Context: an optimization exercise on an open-source flow, tuned for small area, a short achievable clock period and few clock cycles. The choices shown serve that exercise and are no tape-out recipe. Where RTL was checked, it was by simulation tests only, not by an equivalence proof against the original. For runs 5 to 8, only the layout was checked, not whether the RTL still works. No driver is modelled on the clock port, so clock power and skew are understated where the tree is cut down; a real chip needs a root buffer or a tree. Power figures rest on the tool's default switching activity, not on a simulated workload.

File: flow/design.v
package mem_pkg;
  typedef enum logic [1:0] {
    CMD_NOP   = 2'd0,
    CMD_WRITE = 2'd1,
    CMD_READ  = 2'd2
  } mem_cmd_t;
  typedef enum logic [1:0] {
    ST_WAIT_INIT = 2'd0,
    ST_IDLE      = 2'd1,
    ST_WRITE     = 2'd2,
    ST_READ      = 2'd3
  } sched_state_t;
endpackage
package stream_pkg;
  typedef enum logic {
    HALF_LO = 1'b0,
    HALF_HI = 1'b1
  } half_t;
endpackage
`timescale 1ns/1ps
module mem_loop_top
#(
  parameter int DATA_WIDTH  = 32,
  parameter int BURST_LEN   = 4,
  parameter int ADDR_WIDTH  = 6,
  parameter int FIFO_DEPTH  = 16,
  parameter int READ_LAT    = 2,
  parameter int INIT_CYCLES = 32
) (
  input  logic                  clk0_tb,
  input  logic                  locked,
  input  logic                  in_valid,
  input  logic [DATA_WIDTH-1:0] in_data,
  output logic                  in_ready,
  output logic                  out_valid,
  output logic [DATA_WIDTH-1:0] out_data,
  input  logic                  out_ready,
  output logic                  init_done
);
  localparam int NS    = 8;                   
  localparam int GROUP = 8;                   
  localparam int PW    = $clog2(GROUP);
  localparam int REVS  = INIT_CYCLES / GROUP;
  localparam int RW    = $clog2(REVS);
  localparam int AW    = $clog2(NS + 1);
  logic [DATA_WIDTH-1:0] slot [0:NS-1];
  logic [NS-1:0]         v;          
  logic [PW-1:0]         in_pos;     
  logic [RW-1:0]         rev;        
  logic [AW-1:0]         avail;      
  logic                  init_nxt;
  logic                  in_take;
  logic                  group_in;   
  logic                  out_free;   
  logic                  gate;       
  logic                  to_out;
  logic [NS-1:0]         load;       
  logic [NS-1:0]         v_nxt;
  assign init_nxt = init_done || ((in_pos == PW'(GROUP - 1)) && (rev == RW'(REVS - 1)));
  assign in_take  = in_valid && in_ready;
  assign group_in = in_take && (in_pos == PW'(GROUP - 1));
  assign out_free = !out_valid || out_ready;
  assign gate     = ((avail != '0) || group_in) && out_free;
  assign to_out   = v[NS-1] && gate;
  always_comb begin
    load[NS-1] = !v[NS-1] || gate;
    for (int i = NS - 2; i >= 1; i--) begin
      load[i] = !v[i] || load[i+1];
    end
    load[0] = !v[0];
  end
  always_comb begin
    v_nxt[0] = (v[0] || in_take) && !load[1];
    v_nxt[1] = load[1] ? (v[0] || in_take) : v[1];
    for (int i = 2; i < NS; i++) begin
      v_nxt[i] = load[i] ? v[i-1] : v[i];
    end
  end
  always_ff @(posedge clk0_tb or negedge locked) begin
    if (!locked) begin
      v         <= '0;
      in_pos    <= '0;
      rev       <= '0;
      avail     <= '0;
      in_ready  <= 1'b0;
      out_valid <= 1'b0;
      init_done <= 1'b0;
    end else begin
      v         <= v_nxt;
      init_done <= init_nxt;
      if (in_take || !init_done) begin
        in_pos <= in_pos + 1'b1;
      end
      if (!init_done && (in_pos == PW'(GROUP - 1))) begin
        rev <= rev + 1'b1;
      end
      if (group_in) begin
        avail <= to_out ? AW'(GROUP - 1) : AW'(GROUP);
      end else if (to_out) begin
        avail <= avail - 1'b1;
      end
      in_ready  <= init_nxt && !v_nxt[0];
      out_valid <= (out_valid && !out_ready) || to_out;
    end
  end
  always_ff @(posedge clk0_tb) begin
    if (load[0]) begin
      slot[0] <= in_data;
    end
    if (load[1]) begin
      slot[1] <= v[0] ? slot[0] : in_data;
    end
    for (int i = 2; i < NS; i++) begin
      if (load[i]) begin
        slot[i] <= slot[i-1];
      end
    end
    if (out_free) begin
      out_data <= slot[NS-1];
    end
  end
endmodule
File: flow/flow/run.sh
#!/bin/bash
set -euo pipefail
cd "$(dirname "$0")/.."
export SETUP_SLACK_MARGIN=5.4
export SETUP_MOVE_SEQUENCE="sizeup,buffer,clone,split,swap"
export BUFFER_PORTS_ARGS="-buffer_cell sky130_fd_sc_hd__buf_2"
export CTS_ARGS="-sink_clustering_enable -sink_clustering_size 30 -sink_clustering_max_diameter 120 -repair_clock_nets -dont_use_dummy_load"
export POST_GLOBAL_PLACE_TCL="$PWD/flow/inbuf.tcl"
export POST_CTS_TCL="$PWD/flow/bypass_root.tcl"
bash standard.sh > standard.log 2>&1
File: flow/flow/bypass_root.tcl
proc bypass_clock_root {} {
  set block [ord::get_db_block]
  set port_net [$block findNet clk0_tb]
  set loads [$port_net getITerms]
  if {[llength $loads] != 1} { puts "BYPASS: port feeds [llength $loads] pins, skipped"; return }
  set root [[lindex $loads 0] getInst]
  set out_net ""
  foreach it [$root getITerms] {
    if {[$it isOutputSignal]} { set out_net [$it getNet] }
  }
  set sinks {}
  foreach it [$out_net getITerms] { if {[$it getInst] != $root} { lappend sinks $it } }
  if {[llength $sinks] > 4} { puts "BYPASS: root feeds [llength $sinks] pins, skipped"; return }
  foreach it $sinks { $it disconnect; $it connect $port_net }
  puts "BYPASS: removed [$root getName], port now feeds [llength $sinks] pins"
  odb::dbInst_destroy $root
  odb::dbNet_destroy $out_net
}

bypass_clock_root
estimate_parasitics -placement
File: flow/flow/inbuf.tcl
# in_data port buffers as buf_1: each drives only the 8 buffer entries.
proc shrink_input_buffers {} {
  set db [ord::get_db]
  set block [ord::get_db_block]
  set m [$db findMaster sky130_fd_sc_hd__buf_1]
  set n 0
  foreach bt [$block getBTerms] {
    if {[$bt getIoType] ne "INPUT"} { continue }
    set net [$bt getNet]
    if {$net eq "NULL" || ![string match "in_data*" [$bt getName]]} { continue }
    foreach it [$net getITerms] {
      set inst [$it getInst]
      if {[[$inst getMaster] getName] eq "sky130_fd_sc_hd__buf_2"} {
        $inst swapMaster $m
        incr n
      }
    }
  }
  puts "shrink_input_buffers: $n input buffers now buf_1"
}
shrink_input_buffers
File: flow/standard.sh
#!/bin/bash
# synth_recipe.tcl (not shown) runs the flow's synth.tcl, then flattens the netlist and writes it again
# the make line also repeats each setting of config.mk as NAME=value (left out here)
make -C /OpenROAD-flow-scripts/flow DESIGN_CONFIG=/design/flow/config.mk WORK_HOME=/design/flow/orfs CLKGATE_MAP_FILE= SYNTH_SCRIPT=/design/flow/synth_recipe.tcl "${@:-finish}"
File: flow/config.mk
export PLATFORM = sky130hd
export DESIGN_NAME = mem_loop_top
export DESIGN_NICKNAME = mem_loop_top
export VERILOG_FILES = /design/flow/design.v
export SDC_FILE = /design/flow/constraint.sdc
export NUM_CORES = 4
export LEC_CHECK = 0
export ABC_CLOCK_PERIOD_IN_PS = 2500
export CAP_MARGIN = 20
export CORE_MARGIN = 2
export CORE_UTILIZATION = 50
export PLACE_DENSITY = 0.6
export SLEW_MARGIN = 20
export SYNTH_MEMORY_MAX_BITS = 16384
File: flow/constraint.sdc
create_clock -name core_clock -period 8.0 [get_ports {clk0_tb}]
set_input_delay 1.6000 -clock core_clock [delete_from_list [all_inputs] [get_ports {clk0_tb}]]
set_output_delay 1.6000 -clock core_clock [all_outputs]
set_load 0.01 [all_outputs]
==> results of run 1 <==
## placed cells by master, fill, tap and decap left out, types with 2 or more instances in the layout
cell type / netlist / routed
buf_6: 2 / 6
inv_1: 4 / 4
a21o_1: 2 / 2
buf_4: 0 / 10
nand3_1: 4 / 4
a31o_2: 3 / 3
and3_1: 6 / 5
ha_1: 5 / 5
mux2_2: 36 / 36
dfxtp_1: 32 / 32
nor2_1: 2 / 2
nand2_8: 0 / 2
xnor2_1: 2 / 2
a31oi_1: 2 / 2
a41o_2: 2 / 2
edfxtp_1: 256 / 256
buf_1: 1 / 32
a21oi_1: 2 / 2
buf_2: 4 / 36
nand2b_2: 0 / 2
nand2_1: 5 / 3
nand4_1: 2 / 2
nor3_1: 2 / 2
dfrtp_1: 20 / 19
clkbuf_16: 0 / 15
## power by group through the flow
stage               combinational (mW)  sequential [mW]  clock, mW
floorplan                        0.257             2.59          0
global placement                 0.406             2.59          0
detailed placement               0.427             2.62          0
global route                     0.534             2.63      0.778
finish                           0.481             2.57      0.693
## cell usage after synthesis, types with 3 or more instances
cell | n | area (µm²)
and3_1 | 6 | 37.5
nand2_1 | 5 | 18.8
ha_1 | 5 | 62.6
buf_2 | 4 | 20.0
a31o_2 | 3 | 26.3
dfxtp_1 | 32 | 641
nand3_1 | 4 | 20.0
inv_1 | 4 | 15.0
mux2_2 | 36 | 405
clkbuf_1 | 3 | 11.3
edfxtp_1 | 256 | 7690
dfrtp_1 | 20 | 500
## cells by family after synthesis
family	after synthesis	share of synthesized area [%]
xor gates and xnor gates	3	0.271
buffers and inverters	14	0.747
adders and majority gates	5	0.644
AOI/OAI and AO/OA	19	1.69
muxes	36	4.17
DFF	308	90.9
and+or+nand+nor	27	1.57
## worst paths after layout
| kind | startpoint | endpoint | slack (ns) | depth (start not counted) |
|---|---|---|---|---|
| max reg2reg | avail[1]$_DFFE_PN0P_ | slot[1][5]$_DFFE_PP_ | 5.87 | 7 |
| min reg2reg | slot[2][5]$_DFFE_PP_ | slot[3][5]$_DFFE_PP_ | 0.36 | 0 |
| min in group asynchronous | locked | rev[1]$_DFFE_PN0P_ | 1.17 | 1 |
| max in group asynchronous | locked | rev[0]$_DFFE_PN0P_ | 6.45 | 1 |
| min | slot[2][5]$_DFFE_PP_ | slot[3][5]$_DFFE_PP_ | 0.36 | 0 |
| max | in_valid | slot[1][5]$_DFFE_PP_ | 5.42 | 6 |
## critical path, delay by kind of cell
| family | cells | cell delay [ns] |
|---|---|---|
| AND/OR/NAND/NOR | 2 | 0.35 |
| buffers and inverters | 3 | 0.43 |
| AO/OA/AOI/OAI | 1 | 0.26 |
## final cells by class
class / count / area [µm²] / area share [%]
clock buffers: 13 / 325 / 2.98
well taps: 260 / 325 / 2.98
repair buffers: 88 / 528 / 4.84
flip-flops and latches: 308 / 8830 / 81.0
inverters: 4 / 15.0 / 0.138
multi-input cells: 93 / 882 / 8.09
## state kept, by name, indices dropped and copies added (netlist names)
| signal | cells |
|---|---|
| avail | 4 |
| in_pos | 3 |
| out_data | 32 |
| v | 8 |
| out_valid | 1 |
| in_ready | 1 |
| rev | 2 |
| slot | 256 |
| init_done | 1 |
## per-layer routing
layer  up-vias  share of wire [%]
li1       1771                  -
met1      1695                 47
met4         0                2.2
met3        20                4.1
met5         -                  0
met2        84                 47
## per-stage QoR
step	power [mW]	utilization [%]	area (µm²)
6_report	3.74	57.7	10900
5_1_grt	3.94	57.7	10900
3_5_place_dp	3.04	54.7	10300
3_3_place_gp	2.99	55.0	10400
2_1_floorplan	2.85	-	9720
==> flow_summary.yaml, run 1 <==
timing:
  timing.final.crit_share_pct: 32.2
  holdWs_ns: 0.364
  max_slew.worst_pin.slew_ns: 0.596
  rsz0062_at_grt: "no"
  slew_viol_final: 0
  fin_setup_tns_ns: 0
  setup_viol: 0
  min_period_ns: 2.58
  hold_violations: 0
  skew_ns: 0.0505
  max_freq_mhz: 388
  finalWorstSetupSlack_ns: 5.42
  slew-limit-headroom_pct: 60.3
grt:
  gr-total-overflow: 0
  grt_pass1_wl_mm: 17.5
  grtUsageTotal_pct: 10.5
  grt-busiest-layer: "met1"
  grt_max_degree: 34
  first_global_vias: 3573
  use_met3_pct: 1.83
  grt_util_met1_pct: 15.9
  antenna_found_initial: 0
  use_met2_pct: 15.9
outcome:
  status: "finished clean"
logic_synthesis:
  syn-num-nets: 453
  synth_area_um2: 9710
  synthDistinctLibCells: 37
  async_flop_share_pct: 6.49
  synthCells: 412
  synth-main-ff-cell: "edfxtp_1"
  yosys_warnings: 2
  ys_seq_area_share_pct: 90.9
  synth_edf_count: 256
  avgSynthCellArea_um2: 23.6
  ys_ff_latch: 308
drt:
  drtPass1Iterations: 4
  drt_wl_total_mm: 10.9
  routedWlPerCell_um: 14.2
  ant_nets: 0
  vias: 3570
  viasPerCell: 4.66
  drtIter0Drc: 306
  drcViolationCount: 0
critical_path:
  required_ns: 8.07
  crit_top_cell: "buf_6"
  end_kind: "flop"
  path_cells: "buf_6 -> and3_4 -> o21ai_4 -> nand4_1 -> buf_6 -> buf_12"
  max_stage_delay_ns: 0.26
  cp-start-kind: "input pin"
  crit_slowest_cell: "o21ai_4"
  crit_fanout: 8
  cp.arrival_ns: 2.65
  path_class: "in -> reg"
placed_design:
  hpwl_mm: 6.69
  port_buffers: 70
  pre_cts_slack_ns: 3.88
  placed_cells: 738
power:
  pwr-share-comb_pct: 12.9
  p_per_area_nw_per_um2: 343
  power.internal_mw: 2.89
  power.leakage_nw: 3.95
  switching_share_pct: 22.8
  pwr-share-seq_pct: 68.6
  pwr-share-clk_pct: 18.5
  ir_drop_mv: 0.190
  p_sw_uw: 853
die:
  ios: 71
  die_w_um: 143
  die_h_um: 143
  row_count: 50
  initial_core_util_pct: 51.4
  coreArea_um2: 18900
  die_area_um2: 20600
clocking:
  clk_pin_slew_ns: 0.10
  clk_latency_ns: 0.35
  clock-sinks: 308
final_layout:
  final_nets: 549
  drive_above_1_share_pct: 24.7
  final_cells: 766
  area_growth_pct: 12.3
  fillers: 1427
  antenna_cells: 0
hold_path:
  min_path_type: "reg -> reg"
flow_run:
  cap_viol_max_count: 0
Testbench counts, summed over its fixed seeds: cycles 7,339.
==> run 2, diff against run 1 <==
==> flow/flow/run.sh (replaced) <==
#!/bin/bash
set -euo pipefail
cd "$(dirname "$0")/.."
export SETUP_SLACK_MARGIN=5.35
export BUFFER_PORTS_ARGS="-buffer_cell sky130_fd_sc_hd__buf_2"
export CTS_ARGS="-sink_clustering_enable -sink_clustering_size 30 -sink_clustering_max_diameter 120 -repair_clock_nets -dont_use_dummy_load"
export POST_GLOBAL_PLACE_TCL="$PWD/flow/inbuf.tcl"
export POST_CTS_TCL="$PWD/flow/bypass_root.tcl"
bash standard.sh > standard.log 2>&1
==> run 2 against run 1 <==
Against the previous run:
- still clean on timing, DRC and antenna
- via count down 1.3%
- global-route usage about the same
- area after synthesis unchanged
- count of clock-buffer cells in the layout unchanged
- core utilization down 0.66 points
- sequential cell count unchanged
- power down 0.69%
- synthesized cell count unchanged
- clock skew about the same
- first-iteration DRC count up 2.9%
- design area down 1.1%
==> flow_summary.yaml, run 2 <==
timing:
  finalWorstSetupSlack_ns: 5.34
  timing.final.crit_share_pct: 33.2
  hold_violations: 0
  max_slew.worst_pin.slew_ns: 0.552
  slew_viol_final: 0
  slew-limit-headroom_pct: 63.2
  fin_setup_tns_ns: 0
  skew_ns: 0.0505
  setup_viol: 0
  rsz0062_at_grt: "yes"
  max_freq_mhz: 377
  min_period_ns: 2.66
final_layout:
  seqCellArea_um2: 8830
  drive_above_1_share_pct: 23.5
  area_growth_pct: 11.0
  multiInputGateArea_um2: 856
  final_area_um2: 10800
  final_common_cell: "edfxtp_1"
  antenna_cells: 0
  regMostFlops: "slot"
  fillers: 1431
  final_nets: 541
  reg_top3: "slot (256), out_data (32), v (8)"
  largest_reg_flops: 256
  mostFrequentLayoutCells: "edfxtp_1 (256), buf_2 (38), mux2_2 (36)"
die:
  die_h_um: 143
  coreArea_um2: 18900
  die_w_um: 143
  die_area_um2: 20600
  row_count: 50
  initial_core_util_pct: 51.4
  ios: 71
placed_design:
  hpwl_mm: 6.69
  place_area_um2: 10300
  port_buffers: 70
  pre_cts_slack_ns: 3.88
power:
  pwr-share-clk_pct: 18.7
  ir_drop_mv: 0.190
  p_sw_uw: 841
  power.internal_mw: 2.87
  p_per_area_nw_per_um2: 345
  power.leakage_nw: 3.90
  pwr-share-seq_pct: 69.2
  pwr-share-comb_pct: 12.1
  switching_share_pct: 22.6
logic_synthesis:
  ys_ff_latch: 308
  synth-main-ff-cell: "edfxtp_1"
  yosys.area.top_type: "edfxtp_1"
  synth_area_leaders: "edfxtp_1 (79%), dfxtp_1 (6.6%), dfrtp_1 (5.2%)"
  synthCells: 412
  synthTopCellsByCount: "edfxtp_1 (256), mux2_2 (36), dfxtp_1 (32), dfrtp_1 (20), and3_1 (6)"
  syn-num-nets: 453
  async_flop_share_pct: 6.49
  avgSynthCellArea_um2: 23.6
  synth_area_um2: 9710
  yosys_warnings: 2
  synth.most_common_cell: "edfxtp_1"
  synthDistinctLibCells: 37
  synth_edf_count: 256
  yosysTopAreaCellShare_pct: 79.2
  ys_seq_area_share_pct: 90.9
grt:
  gr-total-overflow: 0
  grt-busiest-layer: "met1"
  use_met2_pct: 15.9
  use_met3_pct: 1.83
  grt_pass1_wl_mm: 17.5
  grt_util_met1_pct: 15.9
  grtUsageTotal_pct: 10.5
  grt_max_degree: 34
  first_global_vias: 3553
  antenna_found_initial: 0
drt:
  routedWlPerCell_um: 13.9
  vias: 3524
  drt_wl_total_mm: 10.5
  ant_nets: 0
  drcViolationCount: 0
  drtPass1Iterations: 4
  viasPerCell: 4.65
  drtIter0Drc: 315
critical_path:
  cp.arrival_ns: 2.69
  crit_fanout: 32
  end_kind: "flop"
  crit_buf_inv: 3
  critPathTopFamily: "buffers and inverters"
  cp-start-kind: "input pin"
  path_class: "in -> reg"
  crit_slowest_cell: "clkbuf_8"
  max_stage_delay_ns: 0.28
  required_ns: 8.03
  path_cells: "buf_2 -> and3_4 -> o21ai_4 -> buf_12 -> nand4_1 -> clkbuf_8"
clocking:
  clk_latency_ns: 0.35
  clk_pin_slew_ns: 0.10
  clock-sinks: 308
hold_path:
  min_path_type: "reg -> reg"
flow_run:
  cap_viol_max_count: 0
outcome:
  status: "finished clean"
## run 2: cell count changes in the layout (fill, tap and decap cells not counted), sizes merged
cell,before,now
o21ai,3,2
clkbuf,15,14
buf,86,80
## run 2: final cells by class
class | count | share of cell area [%]
Clock buffer | 13 | 3.02
Inverter | 4 | 0.139
Multi-Input combinational cell | 92 | 7.94
Sequential cell | 308 | 81.9
Tap cell | 260 | 3.02
Timing Repair Buffer | 81 | 3.99
## run 2: power groups by stage
stage,Combinational [mW],Sequential [mW],Clock (mW)
after floorplan,0.257,2.59,0
after global placement,0.406,2.59,0
after detailed placement,0.427,2.62,0
after global routing,0.503,2.63,0.778
final,0.450,2.57,0.694
## run 2: logic make-up after synthesis
logic type	count (synthesis)	share of synthesized area, %
compound gates	19	1.69
xor+xnor	3	0.271
fa+ha+maj	5	0.644
buf+inv	14	0.747
flops	308	90.9
mux	36	4.17
simple gates	27	1.57
## run 2: metal layers
metal	routed length [µm]	share of wire [%]
met1	5010	48
met3	434	4.1
met5	0	0
met4	244	2.3
met2	4850	46
## run 2: path summary, 6_finish.rpt
kind | start | to | slack, ns | depth (start not counted)
min in group asynchronous | locked | rev[1]$_DFFE_PN0P_ | 1.18 | 1
min | slot[2][5]$_DFFE_PP_ | slot[3][5]$_DFFE_PP_ | 0.36 | 0
max | in_valid | slot[1][5]$_DFFE_PP_ | 5.34 | 6
max reg2reg | avail[1]$_DFFE_PN0P_ | slot[1][5]$_DFFE_PP_ | 5.86 | 7
max in group asynchronous | locked | rev[0]$_DFFE_PN0P_ | 6.45 | 1
min reg2reg | slot[2][5]$_DFFE_PP_ | slot[3][5]$_DFFE_PP_ | 0.36 | 0
## run 2: worst register-to-register path: stages (launching register included)
cell and delay [ns]:
dfrtp_1 0.40, inv_1 0.10, ha_1 0.19, or3b_4 0.42, o21ai_4 0.17, buf_12 0.16, nand4_1 0.12, clkbuf_8 0.28
## run 2: per-stage QoR
step                instances  total power, mW  util (%)  hold WS (ns)
finish                    758             3.71      57.1         0.364
global route              758             3.91      57.1         0.368
detailed placement        738             3.04      54.7         0.405
global placement          738             2.99      55.0         0.406
floorplan                 412             2.85         -         0.400
==> run 3, diff against run 2 <==
==> flow/flow/run.sh (replaced) <==
#!/bin/bash
set -euo pipefail
cd "$(dirname "$0")/.."
export SETUP_SLACK_MARGIN=5.5
export BUFFER_PORTS_ARGS="-buffer_cell sky130_fd_sc_hd__buf_2"
export CTS_ARGS="-sink_clustering_enable -sink_clustering_size 20 -sink_clustering_max_diameter 80 -repair_clock_nets -dont_use_dummy_load"
export POST_GLOBAL_PLACE_TCL="$PWD/flow/inbuf.tcl"
export POST_CTS_TCL="$PWD/flow/bypass_root.tcl"
bash standard.sh > standard.log 2>&1
--- a/flow/config.mk
+++ b/flow/config.mk
@@ -9,6 +9,6 @@
 export CAP_MARGIN = 20
 export CORE_MARGIN = 2
-export CORE_UTILIZATION = 50
-export PLACE_DENSITY = 0.6
+export CORE_UTILIZATION = 55
+export PLACE_DENSITY = 0.65
 export SLEW_MARGIN = 20
 export SYNTH_MEMORY_MAX_BITS = 16384
==> run 3 against run 2 <==
Against the previous run:
- sequential cell count unchanged
- die area decreased by 8.8%
- global-route usage increased by 0.86 points
- area after synthesis unchanged
- critical path depth unchanged
- power increased by 4.3%
- clock skew decreased by 0.013 ns
- design area increased by 2.6%
- non-clock buffer count increased by 13
- clock power increased by 18%
- critical endpoint unchanged
==> flow_summary.yaml, run 3 <==
outcome:
  status: "finished clean"
die:
  die_area_um2: 18700
  initial_core_util_pct: 56.1
  die_h_um: 137
  ios: 71
  row_count: 48
  die_w_um: 137
  coreArea_um2: 17300
logic_synthesis:
  yosysTopAreaCellShare_pct: 79.2
  avgSynthCellArea_um2: 23.6
  ys_seq_area_share_pct: 90.9
  synth_area_um2: 9710
  synth_edf_count: 256
  synthCells: 412
  synth_top_family_by_area: "multiplexers"
  yosys.area.top_type: "edfxtp_1"
  synthMuxAreaShare_pct: 4.17
  yosys_warnings: 2
  synth-simple-area-share_pct: 1.57
  synthAdderAreaFrac_pct: 0.644
  ys_ff_latch: 308
  syn-num-nets: 453
  async_flop_share_pct: 6.49
  synth_compound_area_share_pct: 1.69
  synthXorXnorAreaFrac_pct: 0.271
  synth_area_leaders: "edfxtp_1 (79%), dfxtp_1 (6.6%), dfrtp_1 (5.2%)"
  synth.most_common_cell: "edfxtp_1"
  synth-main-ff-cell: "edfxtp_1"
  synthTopCellsByCount: "edfxtp_1 (256), mux2_2 (36), dfxtp_1 (32), dfrtp_1 (20), and3_1 (6)"
  synthDistinctLibCells: 37
clocking:
  clock-sinks: 308
  clk_pin_slew_ns: 0.07
  clk_latency_ns: 0.37
critical_path:
  end_kind: "flop"
  cp.arrival_ns: 2.67
  critPathTopFamily: "buffers and inverters"
  crit_buf_inv: 3
  required_ns: 8.11
  crit_slowest_cell: "o21ai_4"
  crit_fanout: 8
  path_cells: "buf_8 -> and3_4 -> o21ai_4 -> nand4_1 -> buf_6 -> buf_12"
  cp-start-kind: "input pin"
  path_class: "in -> reg"
  max_stage_delay_ns: 0.25
final_layout:
  reg_top3: "slot (256), out_data (32), v (8)"
  area_growth_pct: 13.9
  final_common_cell: "edfxtp_1"
  antenna_cells: 0
  drive_above_1_share_pct: 26.5
  largest_reg_flops: 256
  fillers: 1209
  regMostFlops: "slot"
  mostFrequentLayoutCells: "edfxtp_1 (256), buf_2 (36), mux2_2 (35)"
  final_nets: 560
timing:
  max_slew.worst_pin.slew_ns: 0.632
  fin_setup_tns_ns: 0
  timing.final.crit_share_pct: 32.0
  skew_ns: 0.0371
  max_freq_mhz: 390
  slew_viol_final: 0
  min_period_ns: 2.56
  setup_viol: 0
  rsz0062_at_grt: "yes"
  hold_violations: 0
  slew-limit-headroom_pct: 57.9
power:
  power_mw: 3.87
  power.leakage_nw: 4.06
  ir_drop_mv: 0.149
  p_per_area_nw_per_um2: 350
drt:
  ant_nets: 0
  drtPass1Iterations: 4
  routedWlPerCell_um: 14.3
  drcViolationCount: 0
  drtIter0Drc: 199
  drt_wl_total_mm: 10.6
  viasPerCell: 4.83
  vias: 3582
grt:
  grt_pass1_wl_mm: 17.0
  grtUsageTotal_pct: 11.4
  first_global_vias: 3417
  antenna_found_initial: 0
  gr-total-overflow: 0
  grt_max_degree: 34
hold_path:
  min_path_type: "reg -> reg"
flow_run:
  cap_viol_max_count: 0
placed_design:
  hpwl_mm: 6.29
  port_buffers: 70
## run 3: cell count changes in the layout (fill, tap and decap cells not counted), sizes merged
cell,before,now
o21ai,2,3
buf,80,92
clkbuf,14,20
## run 3: cell type report
| class | instances | area, µm² | share of cell area, % |
|---|---|---|---|
| inverter | 4 | 15.0 | 0.136 |
| multi-input combinational | 93 | 890 | 8.04 |
| sequential | 308 | 8830 | 79.8 |
| tap | 225 | 282 | 2.54 |
| timing repair buffer | 94 | 596 | 5.38 |
| clock buffer | 18 | 450 | 4.07 |
## run 3: kinds of logic (layout without fill, tap and decap cells)
| family | Yosys count | count (layout) |
|---|---|---|
| fa+ha+maj | 5 | 5 |
| buf+inv | 14 | 116 |
| simple gates | 27 | 29 |
| mux | 36 | 36 |
| compound gates | 19 | 20 |
| flops | 308 | 308 |
| xor+xnor | 3 | 3 |
## run 3: worst paths after layout
check	cells past startpoint	slack [ns]	endpoint	startpoint
worst max-delay path	6	5.44	slot[1][5]$_DFFE_PP_	in_valid
worst min-delay path	0	0.39	slot[2][3]$_DFFE_PP_	slot[1][3]$_DFFE_PP_
worst max register to register	7	5.81	slot[1][5]$_DFFE_PP_	avail[0]$_DFFE_PN0P_
worst min register to register	0	0.39	slot[2][3]$_DFFE_PP_	slot[1][3]$_DFFE_PP_
max in group asynchronous	1	6.45	out_valid$_DFF_PN0_	locked
min in group asynchronous	1	1.17	in_pos[0]$_DFFE_PN0P_	locked
## run 3: per-stage QoR
| step | setup slack, ns | cell area, µm² | util (%) | hold slack (ns) | cells |
|---|---|---|---|---|---|
| global route | 5.42 | 11100 | 64.0 | 0.388 | 742 |
| floorplan | 4.24 | 9750 | - | 0.400 | 412 |
| finish | 5.44 | 11100 | 64.0 | 0.389 | 742 |
| global placement | 4.38 | 10400 | 59.9 | 0.405 | 703 |
| detailed placement | 4.29 | 10300 | 59.6 | 0.405 | 703 |
## run 3: power breakdown
group | total, mW | switching (mW) | internal, mW
logic | 0.488 | 0.304 | 0.184
registers | 2.56 | 0.143 | 2.42
clock network | 0.821 | 0.421 | 0.400
total | 3.87 | 0.868 | 3.01
## run 3: per-layer routing
metal  up-vias  GRT usage [%]  part of all wire [%]
li1       1797              -                     -
met3        21           1.96                   4.5
met2        78           17.3                    47
met4         0           4.35                   3.0
met5         -              0                     0
met1      1686           16.9                    45
## run 3: worst register-to-register path, cell delays in order, from the launching register on
cell	delay, ns
dfrtp_1	0.38
inv_1	0.11
ha_1	0.19
or3b_4	0.45
o21ai_4	0.29
nand4_1	0.17
buf_6	0.21
buf_12	0.14
==> run 4, diff against run 3 <==
==> flow/flow/run.sh (replaced) <==
#!/bin/bash
set -euo pipefail
cd "$(dirname "$0")/.."
export SETUP_SLACK_MARGIN=5.4
export BUFFER_PORTS_ARGS="-buffer_cell sky130_fd_sc_hd__buf_2"
export CTS_ARGS="-sink_clustering_enable -sink_clustering_size 35 -sink_clustering_max_diameter 140 -repair_clock_nets -dont_use_dummy_load"
export POST_GLOBAL_PLACE_TCL="$PWD/flow/inbuf.tcl"
export POST_CTS_TCL="$PWD/flow/bypass_root.tcl"
bash standard.sh > standard.log 2>&1
==> run 4 against run 3 <==
Against the previous run:
- setup slack worse by 0.019 ns
- critical path type unchanged
- largest power group unchanged
- highest routed layer unchanged
- global-route usage is 0.40 points lower
- design area shrank 2.3%
==> flow_summary.yaml, run 4 <==
outcome:
  status: "finished clean"
logic_synthesis:
  synth-main-ff-cell: "edfxtp_1"
  synth.most_common_cell: "edfxtp_1"
  syn-num-nets: 453
  avgSynthCellArea_um2: 23.6
  synthCells: 412
  synth_area_um2: 9710
  synthTopCellsByCount: "edfxtp_1 (256), mux2_2 (36), dfxtp_1 (32), dfrtp_1 (20), and3_1 (6)"
  synth_edf_count: 256
  ys_ff_latch: 308
  async_flop_share_pct: 6.49
  ys_seq_area_share_pct: 90.9
  yosys_warnings: 2
  synth_area_leaders: "edfxtp_1 (79%), dfxtp_1 (6.6%), dfrtp_1 (5.2%)"
  yosysTopAreaCellShare_pct: 79.2
  yosys.area.top_type: "edfxtp_1"
  synthDistinctLibCells: 37
final_layout:
  reg_top3: "slot (256), out_data (32), v (8)"
  regMostFlops: "slot"
  final_area_um2: 10800
  largest_reg_flops: 256
  drive_above_1_share_pct: 24.6
  area_growth_pct: 11.2
  final_common_cell: "edfxtp_1"
  fin_util_pct: 62.5
  antenna_cells: 0
  mostFrequentLayoutCells: "edfxtp_1 (256), mux2_2 (36), buf_2 (36)"
  final_nets: 548
grt:
  grtUsageTotal_pct: 11.0
  grt-busiest-layer: "met1"
  first_global_vias: 3313
  grt_pass1_wl_mm: 16.4
  use_met3_pct: 2.07
  antenna_found_initial: 0
  grt_util_met1_pct: 17.4
  gr-total-overflow: 0
  use_met2_pct: 15.7
  grt_max_degree: 36
critical_path:
  path_class: "in -> reg"
  cp-start-kind: "input pin"
  required_ns: 8.11
  crit_fanout: 8
  cp.arrival_ns: 2.69
  end_kind: "flop"
die:
  ios: 71
  die_h_um: 137
  coreArea_um2: 17300
  die_area_um2: 18700
  initial_core_util_pct: 56.1
  row_count: 48
  die_w_um: 137
timing:
  timing.final.crit_share_pct: 32.3
  fin_setup_tns_ns: 0
  setup_viol: 0
  skew_ns: 0.0230
  min_period_ns: 2.58
  slew-limit-headroom_pct: 63.4
  slew_viol_final: 0
  max_freq_mhz: 387
  finalWorstSetupSlack_ns: 5.42
  rsz0062_at_grt: "no"
  max_slew.worst_pin.slew_ns: 0.550
  hold_violations: 0
clocking:
  clock-sinks: 308
  clk_pin_slew_ns: 0.11
  clk_latency_ns: 0.35
drt:
  routedWlPerCell_um: 13.7
  drtPass1Iterations: 4
  drcViolationCount: 0
  drt_wl_total_mm: 10.0
  vias: 3470
  viasPerCell: 4.75
  ant_nets: 0
  drtIter0Drc: 236
placed_design:
  place_area_um2: 10300
  hpwl_mm: 6.10
  port_buffers: 70
  pre_cts_slack_ns: 3.94
power:
  p_sw_uw: 817
  pwr-share-comb_pct: 12.9
  power.internal_mw: 2.84
  pwr-share-seq_pct: 69.7
  power_mw: 3.66
  ir_drop_mv: 0.168
  power.leakage_nw: 3.94
  switching_share_pct: 22.3
  p_per_area_nw_per_um2: 339
  pwr-share-clk_pct: 17.4
flow_run:
  cap_viol_max_count: 0
hold_path:
  min_path_type: "reg -> reg"
run 4: cell counts after synthesis:
Identical to the previous run, type by type.
run 4: per-layer routing:
metal  share of wire (%)  wire (µm)  up-vias
met5                   0          0        -
met4                 2.0        197        0
met3                 5.4        544       17
met2                  47       4700       87
met1                  46       4580     1596
li1                    -          -     1770
run 4: power by group through the flow:
| stage | Sequential, mW | Clock [mW] | Combinational (mW) |
|---|---|---|---|
| floorplan | 2.59 | 0 | 0.257 |
| global placement | 2.58 | 0 | 0.403 |
| detailed placement | 2.60 | 0 | 0.424 |
| global route | 2.61 | 0.726 | 0.527 |
| finish | 2.55 | 0.635 | 0.472 |
run 4: kinds of logic (layout without fill, tap and decap cells):
kind of cell / after synthesis / after routing / synth area share (%)
flops: 308 / 308 / 90.9
simple gates: 27 / 29 / 1.57
fa+ha+maj: 5 / 5 / 0.644
buf+inv: 14 / 105 / 0.747
mux: 36 / 36 / 4.17
xor+xnor: 3 / 3 / 0.271
compound gates: 19 / 19 / 1.69
run 4: stage by stage:
step                      cells  hold slack [ns]
after detailed placement    703            0.405
final                       730            0.420
after global routing        730            0.428
after floorplan             412            0.400
after global placement      703            0.408
run 4: worst max-delay path, cell delays in order:
cell and delay (ns):
buf_6 0.10, and3_4 0.19, o21ai_4 0.17, buf_6 0.15, nand4_1 0.11, buf_6 0.19, clkbuf_16 0.16
run 4: final timing paths:
| check | startpoint | to | slack [ns] | cells after the start |
|---|---|---|---|---|
| min reg2reg | slot[3][10]$_DFFE_PP_ | slot[4][10]$_DFFE_PP_ | 0.42 | 0 |
| max | in_valid | slot[1][2]$_DFFE_PP_ | 5.42 | 7 |
| min in group asynchronous | locked | in_pos[0]$_DFFE_PN0P_ | 1.20 | 1 |
| max in group asynchronous | locked | out_valid$_DFF_PN0_ | 6.46 | 1 |
| max reg2reg | avail[1]$_DFFE_PN0P_ | slot[1][2]$_DFFE_PP_ | 5.78 | 8 |
| min | slot[3][10]$_DFFE_PP_ | slot[4][10]$_DFFE_PP_ | 0.42 | 0 |
run 4: layout make-up:
cell class,instances,area [µm²]
fill,1199,6490
tap,225,282
clock buffer,11,275
timing repair buffer,90,547
multi-input combinational,92,856
sequential,308,8830
inverter,4,15.0
==> run 5, diff against run 4 <==
--- a/flow/design.v
+++ b/flow/design.v
@@ -49,4 +49,6 @@
   logic [RW-1:0]         rev;        
   logic [AW-1:0]         avail;      
+  logic                  avail_nz;   
+  logic                  last_pos;   
   logic                  init_nxt;
   logic                  in_take;
@@ -57,9 +59,12 @@
   logic [NS-1:0]         load;       
   logic [NS-1:0]         v_nxt;
+  logic                  in_ready_nxt;
+  logic [PW-1:0]         in_pos_nxt;
+  logic [AW-1:0]         avail_nxt;
   assign init_nxt = init_done || ((in_pos == PW'(GROUP - 1)) && (rev == RW'(REVS - 1)));
   assign in_take  = in_valid && in_ready;
-  assign group_in = in_take && (in_pos == PW'(GROUP - 1));
+  assign group_in = in_valid && last_pos;
   assign out_free = !out_valid || out_ready;
-  assign gate     = ((avail != '0) || group_in) && out_free;
+  assign gate     = (avail_nz || group_in) && out_free;
   assign to_out   = v[NS-1] && gate;
   always_comb begin
@@ -77,4 +82,13 @@
     end
   end
+  always_comb begin
+    in_pos_nxt = in_pos + PW'(in_take || !init_done);
+    if (group_in) begin
+      avail_nxt = to_out ? AW'(GROUP - 1) : AW'(GROUP);
+    end else begin
+      avail_nxt = avail - AW'(to_out);
+    end
+    in_ready_nxt = init_nxt && !v_nxt[0];
+  end
   always_ff @(posedge clk0_tb or negedge locked) begin
     if (!locked) begin
@@ -83,4 +97,6 @@
       rev       <= '0;
       avail     <= '0;
+      avail_nz  <= 1'b0;
+      last_pos  <= 1'b0;
       in_ready  <= 1'b0;
       out_valid <= 1'b0;
@@ -89,16 +105,12 @@
       v         <= v_nxt;
       init_done <= init_nxt;
-      if (in_take || !init_done) begin
-        in_pos <= in_pos + 1'b1;
-      end
+      in_pos    <= in_pos_nxt;
       if (!init_done && (in_pos == PW'(GROUP - 1))) begin
         rev <= rev + 1'b1;
       end
-      if (group_in) begin
-        avail <= to_out ? AW'(GROUP - 1) : AW'(GROUP);
-      end else if (to_out) begin
-        avail <= avail - 1'b1;
-      end
-      in_ready  <= init_nxt && !v_nxt[0];
+      avail     <= avail_nxt;
+      avail_nz  <= avail_nxt != '0;
+      last_pos  <= in_ready_nxt && (in_pos_nxt == PW'(GROUP - 1));
+      in_ready  <= in_ready_nxt;
       out_valid <= (out_valid && !out_ready) || to_out;
     end
==> flow/flow/run.sh (replaced) <==
#!/bin/bash
set -euo pipefail
cd "$(dirname "$0")/.."
export SETUP_SLACK_MARGIN=5.4
export BUFFER_PORTS_ARGS="-buffer_cell sky130_fd_sc_hd__buf_2"
export CTS_ARGS="-sink_clustering_enable -sink_clustering_size 30 -sink_clustering_max_diameter 120 -repair_clock_nets -dont_use_dummy_load"
export POST_GLOBAL_PLACE_TCL="$PWD/flow/inbuf.tcl"
export POST_CTS_TCL="$PWD/flow/bypass_root.tcl"
bash standard.sh > standard.log 2>&1
==> run 5 against run 4 <==
Against the previous run:
- critical path depth unchanged
- setup slack worse by 0.092 ns
- combinational power increased by 26%
- register-to-register slack improved by 0.31 ns
- hold slack got worse by 0.045 ns
- cell count decreased by 0.14%
- non-clock buffer count unchanged
- critical path type unchanged
- largest power group unchanged
==> flow_summary.yaml, run 5 <==
timing:
  skew_ns: 0.0680
  max_slew.worst_pin.slew_ns: 0.496
  slew_viol_final: 0
  hold_violations: 0
  slew-limit-headroom_pct: 66.9
  max_freq_mhz: 374
  fin_setup_tns_ns: 0
  rsz0062_at_grt: "yes"
  setup_viol: 0
  timing.final.crit_share_pct: 33.4
  min_period_ns: 2.67
logic_synthesis:
  synthDistinctLibCells: 33
  yosys_warnings: 2
  syn-num-nets: 442
  synth_edf_count: 256
  synth_area_leaders: "edfxtp_1 (79%), dfxtp_1 (6.6%), dfrtp_1 (5.7%)"
  synthTopCellsByCount: "edfxtp_1 (256), mux2_2 (33), dfxtp_1 (32), dfrtp_1 (22)"
  synth.most_common_cell: "edfxtp_1"
  async_flop_share_pct: 7.10
  synth-main-ff-cell: "edfxtp_1"
  synthCells: 401
  yosysTopAreaCellShare_pct: 79.5
  avgSynthCellArea_um2: 24.1
  yosys.area.top_type: "edfxtp_1"
  ys_ff_latch: 310
  ys_seq_area_share_pct: 91.8
  synth_area_um2: 9670
final_layout:
  antenna_cells: 0
  mostFrequentLayoutCells: "edfxtp_1 (256), buf_2 (37), mux2_2 (33)"
  drive_above_1_share_pct: 25.4
  regMostFlops: "slot"
  largest_reg_flops: 256
  final_nets: 547
  final_common_cell: "edfxtp_1"
  seqCellArea_um2: 8880
  reg_top3: "slot (256), out_data (32), v (8)"
  multiInputGateArea_um2: 856
  fillers: 1178
  fin_util_pct: 63.3
  area_growth_pct: 12.9
drt:
  drcViolationCount: 0
  met1_length_mm: 4.73
  routedWlPerCell_um: 14.2
  drt_wl_total_mm: 10.3
  wl_met2_mm: 4.82
  viasPerCell: 4.73
  drtPass1Iterations: 4
  vias: 3446
  dr.max_layer_used: "met4"
  dr_wl_met3_um: 447
  ant_nets: 0
  drtIter0Drc: 161
flow_run:
  cap_viol_max_count: 0
power:
  p_per_area_nw_per_um2: 360
  power_mw: 3.93
  ir_drop_mv: 0.176
  power.leakage_nw: 3.93
hold_path:
  min_path_type: "reg -> reg"
grt:
  grt_max_degree: 40
  gr-total-overflow: 0
  first_global_vias: 3243
  grt_pass1_wl_mm: 16.3
  antenna_found_initial: 0
  grtUsageTotal_pct: 11.0
placed_design:
  port_buffers: 70
  hpwl_mm: 6.10
critical_path:
  cp-start-kind: "input pin"
  max_stage_delay_ns: 0.27
  required_ns: 8.10
  end_kind: "flop"
  crit_fanout: 15
  rrSetupSlack_ns: 6.09
  critPathTopFamily: "buffers and inverters"
  path_class: "in -> reg"
  path_cells: "buf_8 -> a21oi_4 -> buf_4 -> o211ai_4 -> buf_12 -> or2_4 -> buf_12"
  crit_buf_inv: 4
  crit_top_cell: "buf_12"
  cp.arrival_ns: 2.78
  crit_slowest_cell: "or2_4"
die:
  coreArea_um2: 17200
  die_h_um: 137
  ios: 71
  die_area_um2: 18700
  row_count: 48
  die_w_um: 137
  initial_core_util_pct: 56.1
clocking:
  clk_latency_ns: 0.36
  clock-sinks: 310
  clk_pin_slew_ns: 0.09
outcome:
  status: "finished clean"
run 5: layout make-up:
class | instances | share of cell area, %
Clock buffer | 13 | 2.98
Inverter | 5 | 0.241
Multi-Input combinational cell | 84 | 7.84
Sequential cell | 310 | 81.3
Tap cell | 225 | 2.58
Timing Repair Buffer | 90 | 4.89
Timing Repair inverter | 2 | 0.138
run 5: worst paths after layout:
path	start	end	depth (start not counted)
max	in_valid	slot[1][0]$_DFFE_PP_	7
min reg2reg	slot[1][13]$_DFFE_PP_	slot[2][13]$_DFFE_PP_	0
min in group asynchronous	locked	in_pos[2]$_DFF_PN0_	1
max reg2reg	v[4]$_DFFE_PN0P_	slot[1][0]$_DFFE_PP_	4
max in group asynchronous	locked	v[3]$_DFFE_PN0P_	1
min	slot[1][13]$_DFFE_PP_	slot[2][13]$_DFFE_PP_	0
run 5: per-layer routing:
metal	vias up	global-route usage, %
li1	1742	-
met3	19	1.85
met4	0	4.46
met5	-	0
met1	1611	17.0
met2	74	16.1
run 5: worst register-to-register path: stages, from the launching register on:
cell and delay [ns]:
dfrtp_1 0.57, and3_1 0.39, nand3_2 0.23, or2_4 0.32
buf_12 0.16
run 5: cells by family after synthesis:
group,synth area share [%]
xor+xnor,0.362
flops,91.8
fa+ha+maj,0.647
mux,3.84
simple gates,1.36
buf+inv,0.401
compound gates,1.58
run 5: power by group:
part | switching, mW | leakage, nW | internal (mW)
Combinational | 0.365 | 0.614 | 0.228
Sequential | 0.150 | 3.15 | 2.49
Clock | 0.398 | 0.160 | 0.294
run 5: stage by stage:
step	worst slack, ns	area, µm²	std cells	hold slack [ns]
finish	5.33	10900	729	0.375
global route	5.29	10900	729	0.388
detailed placement	4.47	10300	695	0.405
global placement	4.53	10400	695	0.404
floorplan	4.62	9730	401	0.400
==> run 6, diff against run 5 <==
--- a/flow/flow/run.sh
+++ b/flow/flow/run.sh
@@ -2,5 +2,5 @@
 set -euo pipefail
 cd "$(dirname "$0")/.."
-export SETUP_SLACK_MARGIN=5.4
+export SETUP_SLACK_MARGIN=5.5
 export BUFFER_PORTS_ARGS="-buffer_cell sky130_fd_sc_hd__buf_2"
 export CTS_ARGS="-sink_clustering_enable -sink_clustering_size 30 -sink_clustering_max_diameter 120 -repair_clock_nets -dont_use_dummy_load"
==> run 6 against run 5 <==
Against the previous run:
- hold slack got worse by 0.0022 ns
- critical endpoint is now slot[5][23]$_DFFE_PP_
- highest routed layer unchanged
- still clean
- critical path type unchanged
- wire length increased by 4.7%
- critical path depth decreased by 1
- die area unchanged
- synthesized cell count unchanged
- clock power about the same
- sequential power about the same
==> flow_summary.yaml, run 6 <==
grt:
  grt_pass1_wl_mm: 17.1
  use_met3_pct: 1.96
  grtUsageTotal_pct: 11.8
  antenna_found_initial: 0
  grt_max_degree: 34
  grt-busiest-layer: "met2"
  grt_util_met1_pct: 17.9
  use_met2_pct: 18.1
  first_global_vias: 3289
  gr-total-overflow: 0
logic_synthesis:
  avgSynthCellArea_um2: 24.1
  synth.most_common_cell: "edfxtp_1"
  synth_area_um2: 9670
  ys_ff_latch: 310
  async_flop_share_pct: 7.10
  synth-main-ff-cell: "edfxtp_1"
  syn-num-nets: 442
  yosys.area.top_type: "edfxtp_1"
  synthTopCellsByCount: "edfxtp_1 (256), mux2_2 (33), dfxtp_1 (32), dfrtp_1 (22)"
  synthCells: 401
  yosys_warnings: 2
  synth_area_leaders: "edfxtp_1 (79%), dfxtp_1 (6.6%), dfrtp_1 (5.7%)"
  yosysTopAreaCellShare_pct: 79.5
  ys_seq_area_share_pct: 91.8
  synth_edf_count: 256
  synthDistinctLibCells: 33
drt:
  ant_nets: 0
  drtPass1Iterations: 4
  viasPerCell: 4.74
  drtIter0Drc: 190
  drt_wl_total_mm: 10.8
  vias: 3489
  drcViolationCount: 0
  routedWlPerCell_um: 14.7
final_layout:
  regMostFlops: "slot"
  reg_top3: "slot (256), out_data (32), v (8)"
  antenna_cells: 0
  multiInputGateArea_um2: 923
  fillers: 1164
  area_growth_pct: 14.5
  mostFrequentLayoutCells: "edfxtp_1 (256), buf_2 (35), mux2_2 (33)"
  drive_above_1_share_pct: 26.8
  largest_reg_flops: 256
  final_cells: 736
  final_common_cell: "edfxtp_1"
  seqCellArea_um2: 8880
  final_nets: 554
critical_path:
  cp-start-kind: "input pin"
  ff2ff_path_depth: 4
  cp.arrival_ns: 2.68
  reg2reg_from: "v[4]$_DFFE_PN0P_"
  crit_path_end: "slot[5][23]$_DFFE_PP_"
  end_kind: "flop"
  rrSetupSlack_ns: 5.69
  r2r-end: "slot[1][28]$_DFFE_PP_"
  crit_fanout: 17
  critPathLaunch: "out_ready"
  required_ns: 8.10
  path_class: "in -> reg"
timing:
  fin_setup_tns_ns: 0
  max_freq_mhz: 389
  setup_viol: 0
  skew_ns: 0.0606
  min_period_ns: 2.57
  max_slew.worst_pin.slew_ns: 0.615
  slew-limit-headroom_pct: 59.0
  rsz0062_at_grt: "yes"
  hold_violations: 0
  slew_viol_final: 0
  timing.final.crit_share_pct: 32.1
placed_design:
  port_buffers: 70
  hpwl_mm: 6.10
  placed_cells: 695
flow_run:
  cap_viol_max_count: 0
die:
  die_w_um: 137
  coreArea_um2: 17200
  initial_core_util_pct: 56.1
  die_area_um2: 18700
  ios: 71
  die_h_um: 137
  row_count: 48
outcome:
  status: "finished clean"
clocking:
  clock-sinks: 310
  clk_pin_slew_ns: 0.10
  clk_latency_ns: 0.35
hold_path:
  min_from: "slot[1][13]$_DFFE_PP_"
  min_path_type: "reg -> reg"
power:
  ir_drop_mv: 0.175
  power.leakage_nw: 3.99
  p_per_area_nw_per_um2: 363
## run 6: layer usage
metal	part of all wire (%)	vias to the layer above	routed length [µm]
met5	0	-	0
met4	1.8	0	199
met3	4.2	15	459
met2	49	71	5290
met1	45	1636	4860
li1	-	1767	-
## run 6: how the worst min path moves through the flow
| stage | end | cells past startpoint |
|---|---|---|
| finish | slot[2][13]$_DFFE_PP_ | 0 |
| floorplan | out_data[0]$_DFFE_PN_ | 0 |
| global placement | out_data[26]$_DFFE_PN_ | 0 |
| detailed placement | slot[2][14]$_DFFE_PP_ | 0 |
| global route | slot[2][13]$_DFFE_PP_ | 0 |
## run 6: worst max-delay path, cell delays in order
cell	delay (ns)
buf_6	0.09
and2b_4	0.28
o2111a_2	0.30
buf_6	0.16
clkinvlp_4	0.09
buf_6	0.16
## run 6: power by group
group | internal (mW) | switching, mW
Combinational | 0.288 | 0.387
Sequential | 2.49 | 0.161
Clock | 0.294 | 0.396
Total | 3.07 | 0.944
## run 6: cell families after synthesis
logic type	share of synthesized area, %
AND/OR/NAND/NOR	1.36
buffers and inverters	0.401
multiplexers	3.84
flip-flops	91.8
XOR/XNOR	0.362
AO/OA/AOI/OAI	1.58
adder cells (fa/ha/maj)	0.647
## run 6: layout make-up
type / count / share of cell area, %
inverters: 5 / 0.237
multi-input cells: 87 / 8.34
repair inverters: 2 / 0.136
flip-flops and latches: 310 / 80.2
clock buffers: 13 / 2.94
well taps: 225 / 2.54
repair buffers: 94 / 5.60
## run 6: through the flow
step	total power, mW	worst slack [ns]	utilization, %	cell area [µm²]	hold slack (ns)
detailed placement	3.15	4.47	59.9	10300	0.405
floorplan	2.94	4.62	-	9730	0.400
finish	4.02	5.43	64.2	11100	0.373
global placement	3.10	4.53	60.1	10400	0.404
global route	4.23	5.40	64.2	11100	0.386
==> run 7, diff against run 6 <==
--- a/flow/flow/run.sh
+++ b/flow/flow/run.sh
@@ -2,5 +2,5 @@
 set -euo pipefail
 cd "$(dirname "$0")/.."
-export SETUP_SLACK_MARGIN=5.5
+export SETUP_SLACK_MARGIN=5.4
 export BUFFER_PORTS_ARGS="-buffer_cell sky130_fd_sc_hd__buf_2"
 export CTS_ARGS="-sink_clustering_enable -sink_clustering_size 30 -sink_clustering_max_diameter 120 -repair_clock_nets -dont_use_dummy_load"
--- a/flow/config.mk
+++ b/flow/config.mk
@@ -9,6 +9,6 @@
 export CAP_MARGIN = 20
 export CORE_MARGIN = 2
-export CORE_UTILIZATION = 55
-export PLACE_DENSITY = 0.65
+export CORE_UTILIZATION = 50
+export PLACE_DENSITY = 0.6
 export SLEW_MARGIN = 20
 export SYNTH_MEMORY_MAX_BITS = 16384
==> run 7 against run 6 <==
Against the previous run:
- sequential power hardly changed
- still clean on timing, DRC and antenna
- critical path depth up 2
- combinational power decreased by 4.9%
- first-iteration DRC count increased by 24%
- highest routed layer unchanged
- non-clock buffer count decreased by 6
- count of clock-buffer cells in the layout unchanged
- largest cell class unchanged
- die area is 9.7% higher
==> flow_summary.yaml, run 7 <==
placed_design:
  placed_cells: 731
  place_area_um2: 10400
  hpwl_mm: 6.58
  pre_cts_slack_ns: 4.40
  port_buffers: 70
timing:
  slew-limit-headroom_pct: 60.2
  setup_viol: 0
  timing.final.crit_share_pct: 33.0
  min_period_ns: 2.64
  hold_violations: 0
  fin_setup_tns_ns: 0
  max_slew.worst_pin.slew_ns: 0.597
  finalWorstSetupSlack_ns: 5.36
  holdWs_ns: 0.391
  max_freq_mhz: 378
  rsz0062_at_grt: "yes"
  skew_ns: 0.0491
  slew_viol_final: 0
logic_synthesis:
  synthDistinctLibCells: 33
  synth_area_um2: 9670
  synthCells: 401
  ys_seq_area_share_pct: 91.8
  yosys.area.top_type: "edfxtp_1"
  synth-main-ff-cell: "edfxtp_1"
  avgSynthCellArea_um2: 24.1
  syn-num-nets: 442
  synth.most_common_cell: "edfxtp_1"
  synth_edf_count: 256
  async_flop_share_pct: 7.10
  synth_area_leaders: "edfxtp_1 (79%), dfxtp_1 (6.6%), dfrtp_1 (5.7%)"
  ys_ff_latch: 310
  yosysTopAreaCellShare_pct: 79.5
  synthTopCellsByCount: "edfxtp_1 (256), mux2_2 (33), dfxtp_1 (32), dfrtp_1 (22)"
  yosys_warnings: 2
die:
  die_h_um: 143
  die_area_um2: 20500
  row_count: 50
  die_w_um: 143
  initial_core_util_pct: 51.4
  ios: 71
  coreArea_um2: 18800
power:
  pwr-share-seq_pct: 66.4
  power_mw: 4.01
  ir_drop_mv: 0.159
  power.leakage_nw: 3.94
  pwr-share-comb_pct: 16.0
  pwr-share-clk_pct: 17.6
  p_sw_uw: 967
  power.internal_mw: 3.04
  switching_share_pct: 24.1
  p_per_area_nw_per_um2: 364
critical_path:
  end_kind: "flop"
  ff2ff_path_depth: 3
  cp-start-kind: "input pin"
  required_ns: 8.23
  cp.arrival_ns: 2.87
  path_class: "in -> reg"
  crit_fanout: 5
final_layout:
  largest_reg_flops: 256
  mostFrequentLayoutCells: "edfxtp_1 (256), buf_2 (37), mux2_2 (33)"
  reg_top3: "slot (256), out_data (32), v (8)"
  fin_util_pct: 58.4
  final_cells: 765
  drive_above_1_share_pct: 25.3
  regMostFlops: "slot"
  area_growth_pct: 13.7
  antenna_cells: 0
  final_common_cell: "edfxtp_1"
  final_area_um2: 11000
  final_nets: 548
drt:
  drtPass1Iterations: 4
  drcViolationCount: 0
  vias: 3516
  routedWlPerCell_um: 15.1
  ant_nets: 0
  drt_wl_total_mm: 11.5
  drtIter0Drc: 236
  viasPerCell: 4.60
grt:
  gr-total-overflow: 0
  grtUsageTotal_pct: 10.9
  first_global_vias: 3548
  grt_max_degree: 40
  grt_pass1_wl_mm: 17.7
  antenna_found_initial: 0
clocking:
  clock-sinks: 310
  clk_pin_slew_ns: 0.11
  clk_latency_ns: 0.35
hold_path:
  min_path_type: "reg -> reg"
  min_path_cells: 0
outcome:
  status: "finished clean"
flow_run:
  cap_viol_max_count: 0
run 7: cell counts after synthesis:
No cell type changed its count.
run 7: final cells by class:
type | instances | area (µm²)
fill | 1372 | 7830
timing repair buffer | 88 | 534
timing repair inverter | 1 | 7.51
inverter | 5 | 22.5
sequential | 310 | 8880
clock buffer | 13 | 325
multi-input combinational | 88 | 906
tap | 260 | 325
run 7: layer usage:
metal | up-vias | global-route usage (%) | part of all wire [%]
met5 | - | 0 | 0
met4 | 0 | 3.18 | 1.8
met3 | 15 | 1.84 | 4.5
met2 | 78 | 17.0 | 48
met1 | 1665 | 15.9 | 46
li1 | 1758 | - | -
run 7: cells by family (layout without fill, tap and decap cells):
family | count (synthesis) | in the layout | synth area share [%]
compound gates | 18 | 18 | 1.58
mux | 33 | 33 | 3.84
simple gates | 22 | 28 | 1.36
buf+inv | 9 | 107 | 0.401
flops | 310 | 310 | 91.8
xor+xnor | 4 | 4 | 0.362
fa+ha+maj | 5 | 5 | 0.647
run 7: path summary, 6_finish.rpt:
kind,from,endpoint,slack (ns)
max reg2reg,v[4]$_DFFE_PN0P_,slot[1][25]$_DFFE_PP_,5.84
min,slot[2][26]$_DFFE_PP_,slot[3][26]$_DFFE_PP_,0.39
max,out_ready,avail_nz$_DFF_PN0_,5.36
min in group asynchronous,locked,in_pos[1]$_DFF_PN0_,1.21
max in group asynchronous,locked,last_pos$_DFF_PN0_,6.40
min reg2reg,slot[2][26]$_DFFE_PP_,slot[3][26]$_DFFE_PP_,0.39
run 7: power by group through the flow:
stage | clock [mW] | sequential (mW) | combinational, mW
2_1_floorplan | 0 | 2.68 | 0.264
3_3_place_gp | 0 | 2.67 | 0.440
3_5_place_dp | 0 | 2.70 | 0.472
5_1_grt | 0.788 | 2.72 | 0.699
6_report | 0.705 | 2.66 | 0.642
run 7: worst max-delay path: stages:
cell     delay, ns
buf_2         0.09
and2b_2       0.30
nor3_4        0.05
ha_2          0.19
ha_2          0.18
xnor2_2       0.18
and2_1        0.17
nand4_1       0.10
==> run 8, diff against run 7 <==
--- a/flow/design.v
+++ b/flow/design.v
@@ -49,6 +49,11 @@
   logic [RW-1:0]         rev;        
   logic [AW-1:0]         avail;      
-  logic                  avail_nz;   
-  logic                  last_pos;   
+  logic                  g_free;     
+  logic                  g_ordy;     
+  logic                  g_iv;       
+  logic                  g_iv_ordy;  
+  logic                  out_valid_nxt;
+  logic                  nz_nxt;
+  logic                  last_nxt;
   logic                  init_nxt;
   logic                  in_take;
@@ -64,7 +69,8 @@
   assign init_nxt = init_done || ((in_pos == PW'(GROUP - 1)) && (rev == RW'(REVS - 1)));
   assign in_take  = in_valid && in_ready;
-  assign group_in = in_valid && last_pos;
+  assign group_in = in_valid && (g_iv || g_iv_ordy);
   assign out_free = !out_valid || out_ready;
-  assign gate     = (avail_nz || group_in) && out_free;
+  assign gate     = g_free || (g_ordy && out_ready) || (g_iv && in_valid)
+                    || (g_iv_ordy && in_valid && out_ready);
   assign to_out   = v[NS-1] && gate;
   always_comb begin
@@ -90,4 +96,7 @@
     end
     in_ready_nxt = init_nxt && !v_nxt[0];
+    out_valid_nxt = (out_valid && !out_ready) || to_out;
+    nz_nxt = avail_nxt != '0;
+    last_nxt = in_ready_nxt && (in_pos_nxt == PW'(GROUP - 1));
   end
   always_ff @(posedge clk0_tb or negedge locked) begin
@@ -97,6 +106,8 @@
       rev       <= '0;
       avail     <= '0;
-      avail_nz  <= 1'b0;
-      last_pos  <= 1'b0;
+      g_free    <= 1'b0;
+      g_ordy    <= 1'b0;
+      g_iv      <= 1'b0;
+      g_iv_ordy <= 1'b0;
       in_ready  <= 1'b0;
       out_valid <= 1'b0;
@@ -110,8 +121,10 @@
       end
       avail     <= avail_nxt;
-      avail_nz  <= avail_nxt != '0;
-      last_pos  <= in_ready_nxt && (in_pos_nxt == PW'(GROUP - 1));
+      g_free    <= nz_nxt && !out_valid_nxt;
+      g_ordy    <= nz_nxt && out_valid_nxt;
+      g_iv      <= last_nxt && !out_valid_nxt;
+      g_iv_ordy <= last_nxt && out_valid_nxt;
       in_ready  <= in_ready_nxt;
-      out_valid <= (out_valid && !out_ready) || to_out;
+      out_valid <= out_valid_nxt;
     end
   end
--- a/flow/flow/run.sh
+++ b/flow/flow/run.sh
@@ -2,5 +2,5 @@
 set -euo pipefail
 cd "$(dirname "$0")/.."
-export SETUP_SLACK_MARGIN=5.4
+export SETUP_SLACK_MARGIN=5.5
 export BUFFER_PORTS_ARGS="-buffer_cell sky130_fd_sc_hd__buf_2"
 export CTS_ARGS="-sink_clustering_enable -sink_clustering_size 30 -sink_clustering_max_diameter 120 -repair_clock_nets -dont_use_dummy_load"
--- a/flow/config.mk
+++ b/flow/config.mk
@@ -9,6 +9,6 @@
 export CAP_MARGIN = 20
 export CORE_MARGIN = 2
-export CORE_UTILIZATION = 50
-export PLACE_DENSITY = 0.6
+export CORE_UTILIZATION = 55
+export PLACE_DENSITY = 0.65
 export SLEW_MARGIN = 20
 export SYNTH_MEMORY_MAX_BITS = 16384
==> run 8 against run 7 <==
Against the previous run:
- combinational power is 48% higher
- design area is 5.3% higher
- setup slack worse by 0.47 ns
- wire length is 6.6% higher
- critical path type unchanged
- cell count is 0.26% higher
- synthesized cell count is 2.5% higher
- clock skew is 0.0075 ns lower
- sequential share of layout area is 3.6 points lower
- fmax is 15% lower
- non-clock buffer count is 21 higher
- power is 9.2% higher
==> flow_summary.yaml, run 8 <==
final_layout:
  largest_reg_flops: 256
  final_nets: 585
  area_growth_pct: 19.0
  reg_top3: "slot (256), out_data (32), v (8)"
  antenna_cells: 0
  drive_above_1_share_pct: 30.4
  final_common_cell: "edfxtp_1"
  mostFrequentLayoutCells: "edfxtp_1 (256), buf_2 (37), mux2_2 (33)"
  final_cells: 767
  regMostFlops: "slot"
  fillers: 1117
drt:
  drtPass1Iterations: 4
  drtIter0Drc: 177
  drt_wl_total_mm: 12.3
  vias: 3701
  drcViolationCount: 0
  viasPerCell: 4.83
  routedWlPerCell_um: 16.0
  ant_nets: 0
timing:
  timing.final.crit_share_pct: 38.8
  hold_violations: 0
  max_freq_mhz: 322
  max_slew.worst_pin.slew_ns: 0.675
  slew-limit-headroom_pct: 54.7
  skew_ns: 0.0416
  slew_viol_final: 0
  rsz0062_at_grt: "yes"
  fin_setup_tns_ns: 0
  min_period_ns: 3.11
  setup_viol: 0
critical_path:
  path_class: "in -> reg"
  max_stage_delay_ns: 0.36
  ff2ff_path_depth: 5
  rrSetupSlack_ns: 5.26
  r2r-end: "slot[1][20]$_DFFE_PP_"
  crit_slowest_cell: "a221o_1"
  cp-start-kind: "input pin"
  crit_top_cell: "ha_4"
  path_cells: "buf_8 -> a21o_1 -> a221o_1 -> nand2_2 -> inv_2 -> ha_4 -> ha_4 -> xnor2_4 -> and3_4 -> nand3_2 -> and2_4"
  required_ns: 8.24
  crit_fanout: 2
  reg2reg_from: "v[6]$_DFFE_PN0P_"
  end_kind: "flop"
  cp.arrival_ns: 3.35
die:
  die_area_um2: 18800
  row_count: 48
  coreArea_um2: 17300
  initial_core_util_pct: 56.3
  die_h_um: 137
  die_w_um: 137
  ios: 71
logic_synthesis:
  async_flop_share_pct: 7.69
  avgSynthCellArea_um2: 23.7
  synthCells: 411
  ys_seq_area_share_pct: 91.7
  synth.most_common_cell: "edfxtp_1"
  synth_area_leaders: "edfxtp_1 (79%), dfxtp_1 (6.6%), dfrtp_1 (6.2%)"
  synth-main-ff-cell: "edfxtp_1"
  ys_ff_latch: 312
  yosys.area.top_type: "edfxtp_1"
  synthDistinctLibCells: 35
  synth_area_um2: 9730
  yosys_warnings: 2
  yosysTopAreaCellShare_pct: 79.0
  synthTopCellsByCount: "edfxtp_1 (256), mux2_2 (33), dfxtp_1 (32), dfrtp_1 (24), nand2_1 (9)"
  syn-num-nets: 452
  synth_edf_count: 256
grt:
  grt_pass1_wl_mm: 18.7
  grtUsageTotal_pct: 12.9
  antenna_found_initial: 0
  grt_max_degree: 34
  gr-total-overflow: 0
  first_global_vias: 3687
power:
  power.leakage_nw: 4.24
  p_per_area_nw_per_um2: 378
  ir_drop_mv: 0.208
hold_path:
  min_from: "slot[1][13]$_DFFE_PP_"
  whs_endpoint: "slot[2][13]$_DFFE_PP_"
  min_path_type: "reg -> reg"
  min_path_cells: 0
flow_run:
  cap_viol_max_count: 0
placed_design:
  port_buffers: 70
  hpwl_mm: 6.47
  placed_cells: 705
clocking:
  clk_pin_slew_ns: 0.11
  clock-sinks: 312
  clk_latency_ns: 0.35
outcome:
  status: "finished clean"
[run 8: cell types whose count changed after synthesis, sizes merged, moves of 2 or more]
cell,delta
dfrtp,+2
nand2,+4
nor3,-2
mux2i,+2
o21ai,-4
inv,+3
nor4,+2
nor2,+3
[run 8: worst max-delay path: cells and delay by family]
family / cells / cell delay [ns]
and+or+nand+nor: 4 / 0.58
xor gates and xnor gates: 1 / 0.14
adders and majority gates: 2 / 0.33
AOI/OAI and AO/OA: 2 / 0.55
buffers and inverters: 2 / 0.15
[run 8: kinds of logic (layout without fill, tap and decap cells)]
family | after synthesis | in the layout | synth area share (%)
flip-flops | 312 | 312 | 91.7
adder cells (fa/ha/maj) | 5 | 5 | 0.643
XOR/XNOR | 4 | 4 | 0.360
AO/OA/AOI/OAI | 13 | 13 | 1.00
AND/OR/NAND/NOR | 30 | 42 | 1.72
multiplexers | 35 | 35 | 4.02
buffers and inverters | 12 | 131 | 0.501
[run 8: report_power, final]
part           internal [mW]  switching (mW)
clock                  0.295           0.403
combinational          0.424           0.528
sequential              2.53           0.196
total                   3.25            1.13
[run 8: routing by layer]
metal	part of all wire, %	GRT usage (%)	up-vias
met5	0	0	-
met4	1.9	3.84	0
met3	4.3	2.11	15
met2	52	21.3	80
met1	41	18.0	1756
li1	-	-	1850
[run 8: area by class of cell]
type / count / area [µm²] / share of cell area, %
clock buffers: 13 / 325 / 2.81
flip-flops and latches: 312 / 8930 / 77.1
multi-input cells: 99 / 1190 / 10.3
repair buffers: 109 / 813 / 7.02
well taps: 225 / 282 / 2.43
inverters: 8 / 33.8 / 0.292
repair inverters: 1 / 7.51 / 0.0648
[run 8: worst max-delay path by stage]
stage,start,endpoint,slack (ns),depth (start not counted)
global route,out_ready,g_free$_DFF_PN0_,4.86,11
floorplan,out_ready,slot[1][0]$_DFFE_PP_,4.33,3
global placement,out_ready,slot[7][23]$_DFFE_PP_,4.30,5
detailed placement,out_ready,slot[7][30]$_DFFE_PP_,4.24,5
finish,out_ready,g_free$_DFF_PN0_,4.89,11
[run 8: per-stage QoR]
stage               cell area [µm²]  util [%]  hold slack, ns  total power [mW]  setup WS, ns
floorplan                      9830         -           0.400              3.04          4.33
global placement              10500      60.5           0.406              3.20          4.30
detailed placement            10400      60.3           0.405              3.26          4.24
global route                  11600      67.0           0.387              4.60          4.86
finish                        11600      67.0           0.385              4.37          4.89

-- what the ideal ports hide --
No port has a modelled driver above. Below, the same layouts with a new extraction and two added sets of constraints. Step 1 assumes that a clkbuf_16 drives the clock port and a buf_2 every other input. Step 2 also shifts input and output timing later by t, the mid clock arrival at the registers, as if the neighbouring blocks saw the same clock. Slacks: ideal ports / drivers / drivers and shift; pairs: ideal ports / drivers.
run	t, ns	setup WS [ns]	hold WS [ns]	clock arrival spread, ns	worst register clock-pin slew, ns
run 1	0.381	5.424 / 5.441 / 5.067	0.364 / 0.364 / 0.364	0.051 / 0.050	0.11 / 0.11
run 2	0.381	5.345 / 5.344 / 5.000	0.364 / 0.364 / 0.364	0.050 / 0.051	0.11 / 0.11
run 3	0.403	5.438 / 5.419 / 5.048	0.389 / 0.389 / 0.389	0.038 / 0.038	0.08 / 0.08
run 4	0.388	5.419 / 5.441 / 5.053	0.420 / 0.420 / 0.420	0.024 / 0.024	0.11 / 0.11
run 5	0.383	5.327 / 5.344 / 4.961	0.375 / 0.375 / 0.375	0.068 / 0.068	0.10 / 0.10
run 6	0.374	5.430 / 5.452 / 5.077	0.373 / 0.373 / 0.373	0.061 / 0.061	0.10 / 0.10
run 7	0.376	5.358 / 5.387 / 5.011	0.391 / 0.391 / 0.391	0.050 / 0.049	0.11 / 0.11
run 8	0.388	4.892 / 4.912 / 4.524	0.385 / 0.385 / 0.385	0.042 / 0.042	0.11 / 0.11
After both steps setup and hold are still met in every run listed. The setup slack of run 3, which loses most, moves by -0.019 ns with the drivers and by -0.390 ns with both steps.
